This is an optimization exercise on Yosys and OpenROAD, whose aim is small area, a short achievable clock period and few clock cycles per item, not a production implementation.
The RTL was checked by simulation tests, not by an equivalence proof against the original design.
No activity file was given, so power comes from the tool's default toggle rates.

==> design.v <==
package legv8_pkg;
  typedef enum logic [10:0] {
    OP_ADD  = 11'b10001011000,
    OP_SUB  = 11'b11001011000,
    OP_AND  = 11'b10001010000,
    OP_ORR  = 11'b10101010000,
    OP_LDUR = 11'b11111000010,
    OP_STUR = 11'b11111000000
  } opcode_e;
  typedef enum logic [1:0] {
    ALU_ADD,
    ALU_SUB,
    ALU_AND,
    ALU_ORR
  } alu_op_e;
  typedef enum logic [1:0] {
    FWD_NONE,
    FWD_MEM,  
    FWD_WB    
  } fwd_sel_e;
  typedef struct packed {
    alu_op_e alu_op;
    logic    alu_src;     
    logic    mem_read;
    logic    mem_write;
    logic    reg_write;
    logic    mem_to_reg;
  } ctrl_t;
  typedef struct packed {
    ctrl_t                        ctrl;
    logic [64-1:0]       rn_data;
    logic [64-1:0]       rm_data;
    logic [64-1:0]       imm;
    logic [5-1:0] rn;
    logic [5-1:0] rm;
    logic [5-1:0] rd;
  } id_ex_t;
  typedef struct packed {
    logic                         mem_read;
    logic                         mem_write;
    logic                         reg_write;
    logic                         mem_to_reg;
    logic [64-1:0]       alu_result;
    logic [64-1:0]       store_data;
    logic [5-1:0] rd;
  } ex_mem_t;
  typedef struct packed {
    logic                         reg_write;
    logic                         mem_to_reg;
    logic [64-1:0]       alu_result;
    logic [64-1:0]       load_data;
    logic [5-1:0] rd;
  } mem_wb_t;
endpackage
`timescale 1ns/1ps
module legv8_decoder (
  input  logic [32-1:0]    instr,
  output legv8_pkg::ctrl_t                        ctrl,
  output logic [5-1:0] rn,
  output logic [5-1:0] rm,
  output logic [5-1:0] rd,
  output logic [64-1:0]       imm
);
  legv8_pkg::opcode_e opcode;
  logic    is_store;
  assign opcode   = legv8_pkg::opcode_e'(instr[32-1 -: 11]);
  assign is_store = (opcode == legv8_pkg::OP_STUR);
  assign rn = instr[9:5];
  assign rd = instr[4:0];                               
  assign rm = is_store ? instr[4:0] : instr[20:16];     
  assign imm = {{(64 - 9){instr[12 + 9 - 1]}},
                instr[12 +: 9]};
  always_comb begin
    ctrl        = '0;
    ctrl.alu_op = legv8_pkg::ALU_ADD;
    case (opcode)
      legv8_pkg::OP_ADD: begin
        ctrl.reg_write = 1'b1;
      end
      legv8_pkg::OP_SUB: begin
        ctrl.alu_op    = legv8_pkg::ALU_SUB;
        ctrl.reg_write = 1'b1;
      end
      legv8_pkg::OP_AND: begin
        ctrl.alu_op    = legv8_pkg::ALU_AND;
        ctrl.reg_write = 1'b1;
      end
      legv8_pkg::OP_ORR: begin
        ctrl.alu_op    = legv8_pkg::ALU_ORR;
        ctrl.reg_write = 1'b1;
      end
      legv8_pkg::OP_LDUR: begin
        ctrl.alu_src    = 1'b1;    
        ctrl.mem_read   = 1'b1;
        ctrl.reg_write  = 1'b1;
        ctrl.mem_to_reg = 1'b1;
      end
      legv8_pkg::OP_STUR: begin
        ctrl.alu_src   = 1'b1;
        ctrl.mem_write = 1'b1;
      end
      default: begin
        ctrl = '0;                 
      end
    endcase
  end
endmodule
`timescale 1ns/1ps
module legv8_regfile (
  input  logic                         CLOCK,
  input  logic                         rst_n,
  input  logic [5-1:0] rn,
  input  logic [5-1:0] rm,
  output logic [64-1:0]       rn_data,
  output logic [64-1:0]       rm_data,
  input  logic                         wr_en,
  input  logic [5-1:0] wr_rd,
  input  logic [64-1:0]       wr_data
);
  logic [64-1:0] regs [32];
  always_ff @(posedge CLOCK or negedge rst_n) begin
    if (!rst_n) begin
      for (int i = 0; i < 32; i++) begin
        regs[i] <= '0;
      end
    end else if (wr_en && (wr_rd != 31)) begin
      regs[wr_rd] <= wr_data;
    end
  end
  assign rn_data = (rn == 31)              ? '0      :
                   (wr_en && (wr_rd == rn))       ? wr_data : regs[rn];
  assign rm_data = (rm == 31)              ? '0      :
                   (wr_en && (wr_rd == rm))       ? wr_data : regs[rm];
endmodule
`timescale 1ns/1ps
module legv8_hazard_unit (
  input  logic [5-1:0] id_rn,
  input  logic [5-1:0] id_rm,
  input  logic [5-1:0] ex_rd,
  input  logic                         ex_mem_read,
  input  logic [5-1:0] ex_rn,
  input  logic [5-1:0] ex_rm,
  input  logic [5-1:0] mem_rd,
  input  logic                         mem_reg_write,
  input  logic [5-1:0] wb_rd,
  input  logic                         wb_reg_write,
  output logic                         stall,
  output legv8_pkg::fwd_sel_e                     fwd_a,
  output legv8_pkg::fwd_sel_e                     fwd_b
);
  logic mem_live;
  logic wb_live;
  function automatic legv8_pkg::fwd_sel_e pick(input logic mem_hit, input logic wb_hit);
    if (wb_hit && !mem_hit) begin
      pick = legv8_pkg::FWD_WB;
    end else if (mem_hit) begin
      pick = legv8_pkg::FWD_MEM;
    end else begin
      pick = legv8_pkg::FWD_NONE;
    end
  endfunction
  assign mem_live = mem_reg_write && (mem_rd != 31);
  assign wb_live  = wb_reg_write && (wb_rd != 31);
  assign fwd_a = pick(mem_live && (mem_rd == ex_rn), wb_live && (wb_rd == ex_rn));
  assign fwd_b = pick(mem_live && (mem_rd == ex_rm), wb_live && (wb_rd == ex_rm));
  assign stall = ex_mem_read && (ex_rd != 31) &&
                 ((ex_rd == id_rn) || (ex_rd == id_rm));
endmodule
`timescale 1ns/1ps
module legv8_execute (
  input  legv8_pkg::id_ex_t                 id_ex,
  input  legv8_pkg::fwd_sel_e               fwd_a,
  input  legv8_pkg::fwd_sel_e               fwd_b,
  input  logic [64-1:0] mem_result,
  input  logic [64-1:0] wb_value,
  output logic [64-1:0] alu_result,
  output logic [64-1:0] store_data
);
  logic [64-1:0] op_a;
  logic [64-1:0] op_b_reg;
  logic [64-1:0] op_b;
  function automatic logic [64-1:0] operand(
    input legv8_pkg::fwd_sel_e               sel,
    input logic [64-1:0] reg_val,
    input logic [64-1:0] mem_val,
    input logic [64-1:0] wb_val
  );
    case (sel)
      legv8_pkg::FWD_MEM: operand = mem_val;
      legv8_pkg::FWD_WB:  operand = wb_val;
      default: operand = reg_val;
    endcase
  endfunction
  assign op_a     = operand(fwd_a, id_ex.rn_data, mem_result, wb_value);
  assign op_b_reg = operand(fwd_b, id_ex.rm_data, mem_result, wb_value);
  assign op_b     = id_ex.ctrl.alu_src ? id_ex.imm : op_b_reg;
  assign store_data = op_b_reg;    
  always_comb begin
    case (id_ex.ctrl.alu_op)
      legv8_pkg::ALU_SUB: alu_result = op_a - op_b;
      legv8_pkg::ALU_AND: alu_result = op_a & op_b;
      legv8_pkg::ALU_ORR: alu_result = op_a | op_b;
      default: alu_result = op_a + op_b;
    endcase
  end
endmodule
`timescale 1ns/1ps
module legv8_core (
  input  logic                         CLOCK,
  input  logic                         rst_n,
  output logic [64-1:0]       imem_addr,
  input  logic [32-1:0]    imem_data,
  output logic [64-1:0]       dmem_addr,
  output logic [64-1:0]       dmem_wdata,
  output logic                         dmem_we,
  output logic                         dmem_re,
  input  logic [64-1:0]       dmem_rdata,
  output logic                         wb_valid,
  output logic [5-1:0] wb_rd,
  output logic [64-1:0]       wb_data
);
  logic [64-1:0]       pc;
  logic [32-1:0]    if_id_instr;
  legv8_pkg::id_ex_t                       id_ex;
  legv8_pkg::id_ex_t                       id_ex_next;
  legv8_pkg::ex_mem_t                      ex_mem;
  legv8_pkg::mem_wb_t                      mem_wb;
  legv8_pkg::ctrl_t                        dec_ctrl;
  logic [5-1:0] dec_rn;
  logic [5-1:0] dec_rm;
  logic [5-1:0] dec_rd;
  logic [64-1:0]       dec_imm;
  logic [64-1:0]       rn_data;
  logic [64-1:0]       rm_data;
  logic                         stall;
  legv8_pkg::fwd_sel_e                     fwd_a;
  legv8_pkg::fwd_sel_e                     fwd_b;
  logic [64-1:0]       alu_result;
  logic [64-1:0]       store_data;
  logic [64-1:0]       wb_value;
  always_ff @(posedge CLOCK or negedge rst_n) begin
    if (!rst_n) begin
      pc          <= '0;
      if_id_instr <= '0;            
    end else if (!stall) begin
      pc          <= pc + 4;
      if_id_instr <= imem_data;
    end
  end
  assign imem_addr = pc;
  legv8_decoder u_decoder (
    .instr (if_id_instr),
    .ctrl  (dec_ctrl),
    .rn    (dec_rn),
    .rm    (dec_rm),
    .rd    (dec_rd),
    .imm   (dec_imm)
  );
  legv8_regfile u_regfile (
    .CLOCK   (CLOCK),
    .rst_n   (rst_n),
    .rn      (dec_rn),
    .rm      (dec_rm),
    .rn_data (rn_data),
    .rm_data (rm_data),
    .wr_en   (mem_wb.reg_write),
    .wr_rd   (mem_wb.rd),
    .wr_data (wb_value)
  );
  legv8_hazard_unit u_hazard (
    .id_rn         (dec_rn),
    .id_rm         (dec_rm),
    .ex_rd         (id_ex.rd),
    .ex_mem_read   (id_ex.ctrl.mem_read),
    .ex_rn         (id_ex.rn),
    .ex_rm         (id_ex.rm),
    .mem_rd        (ex_mem.rd),
    .mem_reg_write (ex_mem.reg_write),
    .wb_rd         (mem_wb.rd),
    .wb_reg_write  (mem_wb.reg_write),
    .stall         (stall),
    .fwd_a         (fwd_a),
    .fwd_b         (fwd_b)
  );
  always_comb begin
    id_ex_next.ctrl    = stall ? '0 : dec_ctrl;    
    id_ex_next.rn_data = rn_data;
    id_ex_next.rm_data = rm_data;
    id_ex_next.imm     = dec_imm;
    id_ex_next.rn      = dec_rn;
    id_ex_next.rm      = dec_rm;
    id_ex_next.rd      = dec_rd;
  end
  always_ff @(posedge CLOCK or negedge rst_n) begin
    if (!rst_n) begin
      id_ex <= '0;
    end else begin
      id_ex <= id_ex_next;
    end
  end
  legv8_execute u_execute (
    .id_ex      (id_ex),
    .fwd_a      (fwd_a),
    .fwd_b      (fwd_b),
    .mem_result (ex_mem.alu_result),
    .wb_value   (wb_value),
    .alu_result (alu_result),
    .store_data (store_data)
  );
  always_ff @(posedge CLOCK or negedge rst_n) begin
    if (!rst_n) begin
      ex_mem <= '0;
    end else begin
      ex_mem.mem_read   <= id_ex.ctrl.mem_read;
      ex_mem.mem_write  <= id_ex.ctrl.mem_write;
      ex_mem.reg_write  <= id_ex.ctrl.reg_write;
      ex_mem.mem_to_reg <= id_ex.ctrl.mem_to_reg;
      ex_mem.alu_result <= alu_result;
      ex_mem.store_data <= store_data;
      ex_mem.rd         <= id_ex.rd;
    end
  end
  assign dmem_addr  = ex_mem.alu_result;
  assign dmem_wdata = ex_mem.store_data;
  assign dmem_we    = ex_mem.mem_write;
  assign dmem_re    = ex_mem.mem_read;
  always_ff @(posedge CLOCK or negedge rst_n) begin
    if (!rst_n) begin
      mem_wb <= '0;
    end else begin
      mem_wb.reg_write  <= ex_mem.reg_write;
      mem_wb.mem_to_reg <= ex_mem.mem_to_reg;
      mem_wb.alu_result <= ex_mem.alu_result;
      mem_wb.load_data  <= dmem_rdata;
      mem_wb.rd         <= ex_mem.rd;
    end
  end
  assign wb_value = mem_wb.mem_to_reg ? mem_wb.load_data : mem_wb.alu_result;
  assign wb_valid = mem_wb.reg_write && (mem_wb.rd != 31);
  assign wb_rd    = mem_wb.rd;
  assign wb_data  = wb_value;
endmodule
==> run.sh <==
#!/bin/bash
# synth_recipe.tcl (not shown) runs the flow's synth.tcl, then flattens the netlist and writes it again
# the make line also repeats each setting of config.mk as NAME=value (left out here)
make -C /OpenROAD-flow-scripts/flow DESIGN_CONFIG=/design/flow/config.mk WORK_HOME=/design/flow/orfs CLKGATE_MAP_FILE= SYNTH_SCRIPT=/design/flow/synth_recipe.tcl finish
==> config.mk <==
export PLATFORM = sky130hd
export DESIGN_NAME = legv8_core
export DESIGN_NICKNAME = legv8_core
export VERILOG_FILES = /design/flow/design.v
export SDC_FILE = /design/flow/constraint.sdc
export NUM_CORES = 4
export LEC_CHECK = 0
export CAP_MARGIN = 20
export CORE_MARGIN = 2
export CORE_UTILIZATION = 25
export GPL_ROUTABILITY_DRIVEN = 1
export PLACE_DENSITY = 0.35
export SLEW_MARGIN = 20
==> constraint.sdc <==
create_clock -name core_clock -period 7.5 [get_ports {CLOCK}]
set_input_delay 1.5000 -clock core_clock [delete_from_list [all_inputs] [get_ports {CLOCK}]]
set_output_delay 1.5000 -clock core_clock [all_outputs]
set_load 0.01 [all_outputs]
==> flow_summary_export.csv <==
group,metric,value,unit
status,run_status,"timing/DRC/antenna clean",
timing,clock.fmax,139,MHz
clock_network,clock_path_buffers,4,
clock_network,cts_num_sinks,2505,
placement,dpl.hpwl,479,mm
die,start_util,25.1,%
run,max-cap-violations,0,
timing,hold_viol,0,
yosys,synth.distinct_cells,98,
drt,wl_per_cell,40.6,µm
die,rows,255,
global_route,grt_pass1_vias,112645,
timing,maxSlewViolCount,0,
yosys,async_flop_share,100,%
drt,wirelength,798,mm
clock_network,clk_latency,0.99,ns
setup_path,cp_data_arrival_time,8.04,ns
setup_path,crit_top_cell,"buf_4",
setup_path,cp-end-kind,"register",
cells_and_area,drive_gt1_share,10.7,%
clock_network,cts_tree,"done",
timing,slew_headroom,13.1,%
drt,post-route-drc-count,0,
die,die-area,490000,µm²
timing,finalSetupViolCount,0,
yosys,seq_area_frac_synth,51.7,%
global_route,antenna_found_initial,70,
setup_path,worst-r2r-cell-count,28,
cells_and_area,nets,13155,
die,die_width,700,µm
timing,tightest_slew,1.30,ns
yosys,synth_area_leaders,"dfrtp_1, a21oi_1, a22oi_1",
setup_path,startpoint,"ex_mem[4]",
timing,fin_crit,7.18,ns
power_and_ir_drop,leakagePower,60.7,nW
clock_network,cts_root_buffer,"clkbuf_16",
timing,fin_worst_skew,0.0409,ns
drt,wl_met1,330,mm
drt,drtPass1Iterations,10,
placement,gp_congestion,0.950,
min_path,hp-class,"input port to async pin",
global_route,gr-total-overflow,0,
yosys,synth.most_common_cell,"dfrtp_1",
setup_path,critical_path_class,"register to register",
drt,maxUsedRoutingLayer,"met5",
die,die_h,700,µm
drt,num_vias,118564,
die,io_pins,362,
yosys,synth_top_area_share,51.7,%
yosys,synth_commonest_cells,"dfrtp_1, a21oi_1, nand2_1",
cells_and_area,seq_area,62700,µm²
clock_network,htree_levels,5,
setup_path,required,8.36,ns
setup_path,startpoint_type,"register",
cells_and_area,fill_cells,50086,
drt,wl_met2,338,mm
cells_and_area,syn2layout_area_growth,19.3,%
yosys,syn_area,121000,µm²
global_route,grt_max_degree,158,
yosys,syn-mean-instance-area,9.27,µm²
setup_path,slowest_stage,"a2111oi_2",
setup_path,reg2reg_to,"ex_mem[121]",
die,core,483000,µm²
timing,setup_tns,0,ns
setup_path,crit_fanout,25,
power_and_ir_drop,power,0.0341,W
yosys,synthFlopType,"dfrtp_1",
power_and_ir_drop,p_per_area,236,nW/µm²
drt,via_per_inst,6.03,
setup_path,reg2reg_slack,0.32,ns
yosys,synth_mux_area_share,1.03,%
yosys,yosys_warnings,6,
yosys,synth_xor_area_share,1.49,%
yosys,yosys.area_share.simple,13.4,%
drt,ant_nets,0,
yosys,ys_ff_latch,2505,
clock_network,clkSlewWorstSetupHoldPaths,0.07,ns
cells_and_area,multi_input_area,53900,µm²
setup_path,slowest_delay,0.44,ns
yosys,synth_area_leader_cell,"dfrtp_1",
placement,port_buffers,357,
yosys,synth_compound_area_share,25.9,%
clock_network,cts_buffers,308,
global_route,grt_pass1_wl,1060,mm
drt,drt_iter0_drc,19331,
yosys,synth_top_family_by_area,"compound AO/OA/AOI/OAI gates",
yosys,synth_edf_count,0,
global_route,grt_usage,31.5,%
setup_path,r2r-start,"ex_mem[4]",
yosys,syn_inst,13071,
power_and_ir_drop,ir_worst_vdd,0.000153,V
timing,rsz0062_at_grt,"no",
yosys,synth_fa_ha_area_share,1.22,%
drt,routed-wl-met3,89.4,mm
timing,final.period_utilization,95.7,%
==> logic make-up after synthesis <==
family	after synthesis
AO/OA/AOI/OAI	4879
AND/OR/NAND/NOR	3732
flip-flops	2505
buffers and inverters	1514
XOR/XNOR	205
adder cells (fa/ha/maj)	128
multiplexers	107
other	1
==> per-layer routing <==
metal  GRT usage, %  vias to the layer above
li1               -                    47533
met1           42.3                    60466
met2           46.6                     8581
met3           9.71                     1961
met4           13.4                       23
met5              0                        -
==> per-stage QoR <==
step	setup slack (ns)	instances	area [µm²]	hold slack (ns)	utilization, %
floorplan	0.839	13072	121000	0.331	-
global placement	-0.0720	19090	134000	0.362	27.8
detailed placement	0.161	19096	134000	0.363	27.9
CTS	0.0849	19632	144000	0.378	29.9
global route	0.0117	19637	145000	0.380	29.9
finish	0.319	19658	145000	0.372	30.0
==> area by class of cell <==
| class | instances | area share (%) |
|---|---|---|
| Multi-Input combinational cell | 9053 | 37.2 |
| Inverter | 128 | 0.333 |
| Antenna cell | 25 | 0.0433 |
| Clock buffer | 460 | 6.28 |
| Clock inverter | 76 | 0.579 |
| Sequential cell | 2505 | 43.4 |
| Tap cell | 6425 | 5.56 |
| Timing Repair Buffer | 986 | 6.60 |
==> worst max-delay path, delay by kind of cell, from the launching register on <==
family                     cells  cell delay [ns]
AOI/OAI and AO/OA             14             3.40
and+or+nand+nor                6             1.53
buffers and inverters          6             1.14
DFF                            1             0.43
adders and majority gates      1             0.31
xor gates and xnor gates       1             0.20
==> repair_timing <==
action                     4_1_cts  5_1_grt
buffers inserted                 0        1
hold buffers                     0        0
gates resized for setup          0        6
setup endpoints to repair        0        8
==> power breakdown <==
group	total (W)	internal, W	switching, W
Combinational	0.00464	0.00119	0.00345
Sequential	0.0142	0.0138	0.000417
Clock	0.0153	0.00869	0.00659
==> sequential cells by signal, summed over array words and instances, names as in the netlist <==
register        count
ex_mem            136
id_ex             158
if_id_instr        30
mem_wb            135
pc                 62
u_regfile.regs   1984
==> how the worst max path moves through the flow <==
stage             endpoint  slack, ns  cells past startpoint
2_1_floorplan  ex_mem[126]       0.84                     34
3_3_place_gp   ex_mem[132]      -0.07                     27
3_5_place_dp   ex_mem[130]       0.16                     27
4_1_cts        ex_mem[132]       0.08                     27
5_1_grt        ex_mem[130]       0.01                     28
6_report       ex_mem[121]       0.32                     28
==> placed cells by master, fill, tap and decap left out, types with 68 or more instances in the layout <==
cell and n:
dfrtp_1 2501, a21oi_1 1450, nand2_1 1431, nor2_1 1352, o21ai_0 1266, a22oi_1 954
buf_4 533, nand4_1 380, clkdlybuf4s50_1 356, a221oi_1 319, clkbuf_16 314, a22o_1 306
a222oi_1 172, nand3_1 127, xnor2_1 127, inv_1 115, buf_12 92, nor3_1 89
clkbuf_1 78, xor2_1 76, ha_1 74, clkbuf_8 68
Testbench counts, summed over its fixed seeds: cycles 17,131, instrs 16,000.

-- what the ideal ports hide --
In the flow no input, the clock included, has a driving cell. The finished layout below was timed again as built, in two steps.
Step 1: set_driving_cell puts a clkbuf_16 on CLOCK and a buf_2 on each other input, an assumption about the parent block.
Step 2 moves the port delays by t, midway between the first and last clock arrival at a register: inputs arrive t later, outputs are due t later. That takes back most of the time a late clock gives input paths.
Slacks: ideal ports / drivers / drivers and shift; pairs: ideal ports / drivers.
shift t [ns]: 1.092
setup WS [ns]: 0.319 / 0.319 / 0.319
hold slack, ns: 0.372 / 0.347 / 0.377
worst slew at a driven data input, ns: 0.13
After both steps this run still meets setup and hold. The setup slack of this run moves by 0.000 ns with the drivers and by 0.000 ns with both steps.
